This design comes from an exercise in tuning for a short achievable clock period and few clock cycles per item on the open sky130 flow, not from production work. The RTL was checked by simulation tests, not by an equivalence proof against the original design. Power and IR drop assume default switching activity.

<file path="flow/design.v">
module rmw_counter_pipe #(
    parameter int unsigned AW = 8,
    parameter int unsigned DW = 16,
    parameter int unsigned IW = 8
) (
    input  logic          clk,
    input  logic          rst_n,
    input  logic          cmd_valid,
    output logic          cmd_ready,
    input  logic [1:0]    cmd_op,
    input  logic [AW-1:0] cmd_addr,
    input  logic [IW-1:0] cmd_inc,
    output logic          rsp_valid,
    output logic [1:0]    rsp_op,
    output logic [AW-1:0] rsp_addr,
    output logic [DW-1:0] rsp_data,
    output logic          rsp_sat
);
    localparam int unsigned Depth = 1 << AW;
    localparam logic [1:0] OpInc   = 2'b00;
    localparam logic [1:0] OpClear = 2'b10;
    typedef enum logic [0:0] {StInit, StRun} state_e;
    state_e        state_q, state_d;
    logic [AW-1:0] ic_q, ic_d;
    logic          s1_valid_q, s1_valid_d;
    logic [1:0]    s1_op_q, s1_op_d;
    logic [AW-1:0] s1_addr_q, s1_addr_d;
    logic [IW-1:0] s1_inc_q, s1_inc_d;
    logic          s2_valid_q, s2_valid_d;
    logic [1:0]    s2_op_q, s2_op_d;
    logic [AW-1:0] s2_addr_q, s2_addr_d;
    logic [DW-1:0] s2_data_q, s2_data_d;
    logic          s2_sat_q, s2_sat_d;
    logic          wb_valid_q, wb_valid_d;
    logic [AW-1:0] wb_addr_q, wb_addr_d;
    logic [DW-1:0] wb_data_q, wb_data_d;
    logic [DW-1:0] mem_q [Depth];
    logic [DW-1:0] mem_rdata_q;
    logic          mem_we;
    logic [AW-1:0] mem_waddr;
    logic [DW-1:0] mem_wdata;
    logic          s2_is_write;
    logic [DW-1:0] operand;
    logic [DW-1:0] inc_result;
    logic          inc_sat;
    assign cmd_ready   = (state_q == StRun);
    assign s2_is_write = (s2_op_q == OpInc) || (s2_op_q == OpClear);
    always_comb begin
        state_d = state_q;
        ic_d    = ic_q;
        if (state_q == StInit) begin
            ic_d = ic_q + 1'b1;
            if (ic_q == {AW{1'b1}}) begin
                state_d = StRun;
            end
        end
    end
    always_comb begin
        mem_we    = 1'b0;
        mem_waddr = s2_addr_q;
        mem_wdata = s2_data_q;
        if (state_q == StInit) begin
            mem_we    = 1'b1;
            mem_waddr = ic_q;
            mem_wdata = '0;
        end else if (s2_valid_q && s2_is_write) begin
            mem_we = 1'b1;
        end
    end
    always_ff @(posedge clk) begin
        if (mem_we) begin
            mem_q[mem_waddr] <= mem_wdata;
        end
        mem_rdata_q <= mem_q[cmd_addr];
    end
    always_comb begin
        s1_valid_d = cmd_valid && cmd_ready;
        s1_op_d    = s1_op_q;
        s1_addr_d  = s1_addr_q;
        s1_inc_d   = s1_inc_q;
        if (s1_valid_d) begin
            s1_op_d   = cmd_op;
            s1_addr_d = cmd_addr;
            s1_inc_d  = cmd_inc;
        end
    end
    always_comb begin
        operand = mem_rdata_q;
        if (s2_valid_q && s2_is_write && (s2_addr_q == s1_addr_q)) begin
            operand = s2_data_q;
        end else if (wb_valid_q && (wb_addr_q == s1_addr_q)) begin
            operand = wb_data_q;
        end
    end
    logic [DW:0] inc_sum;
    assign inc_sum    = {1'b0, operand} + (DW+1)'(s1_inc_q);
    assign inc_sat    = inc_sum[DW];
    assign inc_result = inc_sum[DW] ? {DW{1'b1}} : inc_sum[DW-1:0];
    always_comb begin
        s2_valid_d = s1_valid_q;
        s2_op_d    = s2_op_q;
        s2_addr_d  = s2_addr_q;
        s2_data_d  = s2_data_q;
        s2_sat_d   = s2_sat_q;
        if (s1_valid_q) begin
            s2_op_d   = s1_op_q;
            s2_addr_d = s1_addr_q;
            s2_sat_d  = 1'b0;
            case (s1_op_q)
                OpInc: begin
                    s2_data_d = inc_result;
                    s2_sat_d  = inc_sat;
                end
                OpClear: s2_data_d = '0;
                default: s2_data_d = operand;
            endcase
        end
    end
    always_comb begin
        wb_valid_d = s2_valid_q && s2_is_write;
        wb_addr_d  = wb_addr_q;
        wb_data_d  = wb_data_q;
        if (wb_valid_d) begin
            wb_addr_d = s2_addr_q;
            wb_data_d = s2_data_q;
        end
    end
    always_ff @(posedge clk or negedge rst_n) begin
        if (!rst_n) begin
            state_q    <= StInit;
            ic_q       <= '0;
            s1_valid_q <= 1'b0;
            s1_op_q    <= '0;
            s1_addr_q  <= '0;
            s1_inc_q   <= '0;
            s2_valid_q <= 1'b0;
            s2_op_q    <= '0;
            s2_addr_q  <= '0;
            s2_data_q  <= '0;
            s2_sat_q   <= 1'b0;
            wb_valid_q <= 1'b0;
            wb_addr_q  <= '0;
            wb_data_q  <= '0;
        end else begin
            state_q    <= state_d;
            ic_q       <= ic_d;
            s1_valid_q <= s1_valid_d;
            s1_op_q    <= s1_op_d;
            s1_addr_q  <= s1_addr_d;
            s1_inc_q   <= s1_inc_d;
            s2_valid_q <= s2_valid_d;
            s2_op_q    <= s2_op_d;
            s2_addr_q  <= s2_addr_d;
            s2_data_q  <= s2_data_d;
            s2_sat_q   <= s2_sat_d;
            wb_valid_q <= wb_valid_d;
            wb_addr_q  <= wb_addr_d;
            wb_data_q  <= wb_data_d;
        end
    end
    assign rsp_valid = s2_valid_q;
    assign rsp_op    = s2_op_q;
    assign rsp_addr  = s2_addr_q;
    assign rsp_data  = s2_data_q;
    assign rsp_sat   = s2_sat_q;
endmodule
</file>
<file path="flow/run.sh">
#!/bin/bash
# synth_recipe.tcl (not shown) runs the flow's synth.tcl, then flattens the netlist and writes it again
# the make line also repeats each setting of config.mk as NAME=value (left out here)
make -C /OpenROAD-flow-scripts/flow DESIGN_CONFIG=/design/flow/config.mk WORK_HOME=/design/flow/orfs CLKGATE_MAP_FILE= SYNTH_SCRIPT=/design/flow/synth_recipe.tcl finish
</file>
<file path="flow/config.mk">
export PLATFORM = sky130hd
export DESIGN_NAME = rmw_counter_pipe
export DESIGN_NICKNAME = rmw_counter_pipe
export VERILOG_FILES = /design/flow/design.v
export SDC_FILE = /design/flow/constraint.sdc
export NUM_CORES = 4
export LEC_CHECK = 0
export CAP_MARGIN = 20
export CORE_MARGIN = 2
export CORE_UTILIZATION = 35
export SLEW_MARGIN = 20
export SYNTH_MEMORY_MAX_BITS = 8192
</file>
<file path="flow/constraint.sdc">
create_clock -name core_clock -period 4.4 [get_ports {clk}]
set_input_delay 0.8800 -clock core_clock [delete_from_list [all_inputs] [get_ports {clk}]]
set_output_delay 0.8800 -clock core_clock [all_outputs]
set_load 0.01 [all_outputs]
</file>
==> notes.md <==
layer usage:
layer | up-vias | global-route usage
met1 | 40943 | 0.241
met2 | 3093 | 0.279
li1 | 29960 | -
met5 | - | 0
met3 | 524 | 0.0250
met4 | 0 | 0.0457
what timing repair did:
| item | CTS | global route |
|---|---|---|
| endpoints found under the hold margin | 44 | 0 |
| buffers inserted | 0 | 3 |
| hold buffers | 1 | 0 |
| endpoints found under the setup margin | 0 | 13 |
| gates resized for setup | 0 | 5 |
per-stage QoR:
step / instances / setup WS, ps
2_1_floorplan: 6632 / -893
3_3_place_gp: 13024 / -7.32
3_5_place_dp: 13025 / 102
4_1_cts: 13802 / 128
5_1_grt: 13808 / 5.54
6_report: 13810 / 200
cell families after synthesis:
group           after synthesis  share of synthesized area
flops                      4193                      0.779
fa+ha+maj                    10                   0.000824
compound gates              140                    0.00583
simple gates                494                     0.0128
xor+xnor                     29                    0.00158
mux                        1383                      0.191
buf+inv                     383                    0.00972
power groups by stage:
stage / combinational [W] / clock, W / sequential (W)
finish: 0.00167 / 0.0346 / 0.0432
CTS: 0.00171 / 0.0353 / 0.0432
detailed placement: 0.00170 / 0 / 0.0440
global placement: 0.00169 / 0 / 0.0440
global route: 0.00177 / 0.0368 / 0.0431
floorplan: 0.00110 / 0 / 0.0440
layout make-up:
type	instances	area (µm²)
antenna	4	10.0
inverter	18	67.6
sequential	4193	125000
timing repair buffer	614	5990
clock buffer	521	11100
tap	6149	7690
fill	39381	272000
multi-input combinational	2056	34200
clock inverter	255	2170
cell usage after synthesis, drive strengths merged (2+ instances only):
cell type,number
nand2b,6
nand3b,4
a31oi,5
o21a,2
nand4,7
and2,15
nor2,278
a31o,2
o31ai,11
dfxtp,16
o21bai,2
clkbuf,224
a22oi,41
nand2,133
mux4,1344
and4,2
buf,141
a211oi,2
or2,2
inv,17
xor2,5
and4b,2
nor3,9
o32ai,4
o21ai,29
ha,9
a21o,2
a21boi,2
or4,2
a21oi,25
xnor2,24
o211ai,2
o221ai,3
dfrtp,81
nand3,13
nor4,3
edfxtp,4096
mux2i,11
and3,2
or3,10
nor2b,4
mux2,28
worst max-delay path by stage:
stage                endpoint  slack, ps  cells past startpoint
3_3_place_gp    s2_data_q[13]         -7                     17
6_report         s2_data_q[4]        200                     18
4_1_cts          s2_data_q[4]        130                     18
3_5_place_dp   mem_rdata_q[4]        100                      8
2_1_floorplan     mem_q[0][8]       -890                      3
5_1_grt          s2_data_q[4]          6                     18
worst min-delay path, delay by kind of cell (launching register included):
family           cells  cell delay [ps]
DFF                  1              350
and+or+nand+nor      2              100
registers in the layout, summed over array words and instances, names as in the netlist:
register	flops
mem_rdata_q	16
wb_addr_q	8
wb_valid_q	1
wb_data_q	16
s2_addr_q	8
ic_q	8
s2_valid_q	1
s1_addr_q	8
s1_op_q	2
s2_op_q	2
state_q	1
s1_inc_q	8
mem_q	4096
s2_sat_q	1
s1_valid_q	1
s2_data_q	16
==> impl_metrics.tcl <==
set metrics [dict create \
    outcome "timing/DRC/antenna clean" \
    antenna_violating_nets_post_route 0 \
    synthesis.area_per_instance_um2 24.3 \
    floorplan.core_area_mm2 0.459 \
    fin_tns_setup_ps 0 \
    timing.final.max_slew_violations 0 \
    grt_setup_unrepaired "no" \
    detail_route.wl_per_cell_um 29.2 \
    maxCapViolCount 0 \
    p_int_w 0.0635 \
    layout-area-overhead-vs-synth_pct 15.9 \
    setup.worst_path.class "reg -> reg" \
    sequential_fraction_of_the_synthesis_area 0.779 \
    final_design_area_no_fill_mm2 0.187 \
    via_count_of_the_first_global_routing_pass 75048 \
    insertion_delay_ps 1000 \
    yosys-top-cells-area "sky130_fd_sc_hd__edfxtp_1 76%, sky130_fd_sc_hd__mux4_2 19%, sky130_fd_sc_hd__dfrtp_1 1.3%" \
    grt_start_max_net_pins 169 \
    detail_route.first_pass.iterations 6 \
    syn_area_mm2 0.161 \
    placement.cell_area_mm2 0.173 \
    worst_slew_margin_rel 0.270 \
    final_layout_size_suffix_gt1_frac 0.332 \
    power_switching_share 0.201 \
    grt_first_pass_wirelength_mm 573 \
    path_cells "xor2_1, or3_4, nor3_4, buf_12, mux2i_1, a21oi_1, ha_1, inv_1, fa_1, nor2b_1, o21ai_0, a21oi_2, o21ai_0, nor2_1, and3_1, buf_4, a21oi_1, o21ai_0" \
    timing.critical_path.fanout_max 13 \
    required_ps 5270 \
    layout.core_utilization 0.406 \
    power-per-cell-area_mw_per_mm2 426 \
    yosys.area.top_type_share 0.764 \
    clock_power_share 0.436 \
    tightestPinTransition_ps 1090 \
    critPathLaunch "s1_addr_q[1]" \
    fin_crit_sh 0.955 \
    setup.worst_path.end_class "flip-flop" \
    cts.path.max_buffers 4 \
    synth_top_flop_cell "sky130_fd_sc_hd__edfxtp_1" \
    syn_inst 6632 \
    mostFrequentLayoutCell "sky130_fd_sc_hd__edfxtp_1" \
    netlist-cell-type-count 59 \
    placement_rows 249 \
    critical_path_arrival_ps 5070 \
    met2_length_mm 196 \
    finClkSkew_ps 73.0 \
    critical-path-max-stage-delay_ps 440 \
    holdPathEnd "wb_data_q[5]" \
    timing.critical_path.slowest_stage_cell "sky130_fd_sc_hd__or3_4" \
    dominant_delay_contributor_by_cell_family_on_the_critical_path "simple AND/OR/NAND/NOR gates" \
    detail_route.iter0.violations 9589 \
    leakage_nw 46.9 \
    port-buffer-count 49 \
    clock-sinks 4193 \
    cts_inserted_buffers 422 \
    synth_fp_nets 6663 \
    achievable-frequency_ghz 0.238 \
    worst_path_most_repeated_cell "sky130_fd_sc_hd__o21ai_0" \
    irDropWorstVdd_uv 336 \
    synth_enable_flop_cells 4096 \
    setup_viol 0 \
    route.final.wire_length_mm 403 \
    synth_seq_cells 4193 \
    layout_min_cycle_time_ps 4200 \
    cts_root_buffer "sky130_fd_sc_hd__clkbuf_16" \
    drt_drc_violations_left 0 \
    timing.reg2reg.setup_slack_ps 200 \
    worstHoldStart "wb_data_q[5]" \
    floorplan.die.height_um 682 \
    die_area_mm2 0.465 \
    synth.largest_area_cell "sky130_fd_sc_hd__edfxtp_1" \
    start_util 0.351 \
    worstHoldPathType "reg -> reg" \
    fraction_of_registers_with_async_set_or_reset_after_synthesis 0.0193 \
    crit_path_start_kind "flip-flop" \
    final_cell_mix "4096 x sky130_fd_sc_hd__edfxtp_1, 1344 x sky130_fd_sc_hd__mux4_2, 468 x sky130_fd_sc_hd__buf_4, 429 x sky130_fd_sc_hd__clkbuf_16, 274 x sky130_fd_sc_hd__nor2_1" \
    gp_routability_congestion 0.846 \
    nNetsFinal 7336 \
    pwr-share-seq 0.543 \
    clock_pin_slew_of_the_registers_on_the_worst_case_setup_and_hold_paths_ps 60 \
    top_layer_used "met4" \
    hold_viol_final 0 \
    vias 74520 \
    fp.dieW_um 682 \
    antenna_found_initial 23 \
    synth-warning-count 1 \
    rr_endpoint "s2_data_q[4]" \
    hpwlAfterDp_mm 250 \
    num_ports 50 \
    route.detailed.vias_per_inst 5.40 \
    total_power_w 0.0795 \
    grt_overflow_total 0 \
    dr_wl_met3_mm 29.2 \
    r2r_cells 18 \
    hold_crit_depth 2 \
    hold-worst-slack_ps 480 \
    switching_power_w 0.0160 \
    combinationalPowerShare 0.021 \
    route.layer.met1.wl_mm 165 \
    groute.usage.overall 0.171 \
    cts-htree-levels 5 \
    tritoncts "yes" \
    critPathBufInv 3 \
    crit-reg2reg-launch "s1_addr_q[1]" \
]
Testbench counts, summed over its fixed seeds: cycles 24,008, items 24,000.

==> re-timing with driven ports <==
How much do the figures lean on ideal ports? The routed layout below was timed once more, with nothing changed but the port constraints.
Step 1 assumes that a clkbuf_16 drives the clock port and a buf_2 every other input.
Step 2 also shifts input and output timing later by t, the mid clock arrival at the registers, as if the neighbouring blocks saw the same clock.
a / b / c = no drivers / after step 1 / after step 2; a / b = the first two.
t, ns: 1.072
setup slack, ns: 0.200 / 0.200 / -0.072
hold slack, ns: 0.480 / 0.459 / 0.480
worst data-port slew with drivers (ns): 0.31
With both steps, setup timing fails in this run, where it was met with ideal ports. The setup slack of this run moves by 0.000 ns with the drivers and by -0.272 ns with both steps.
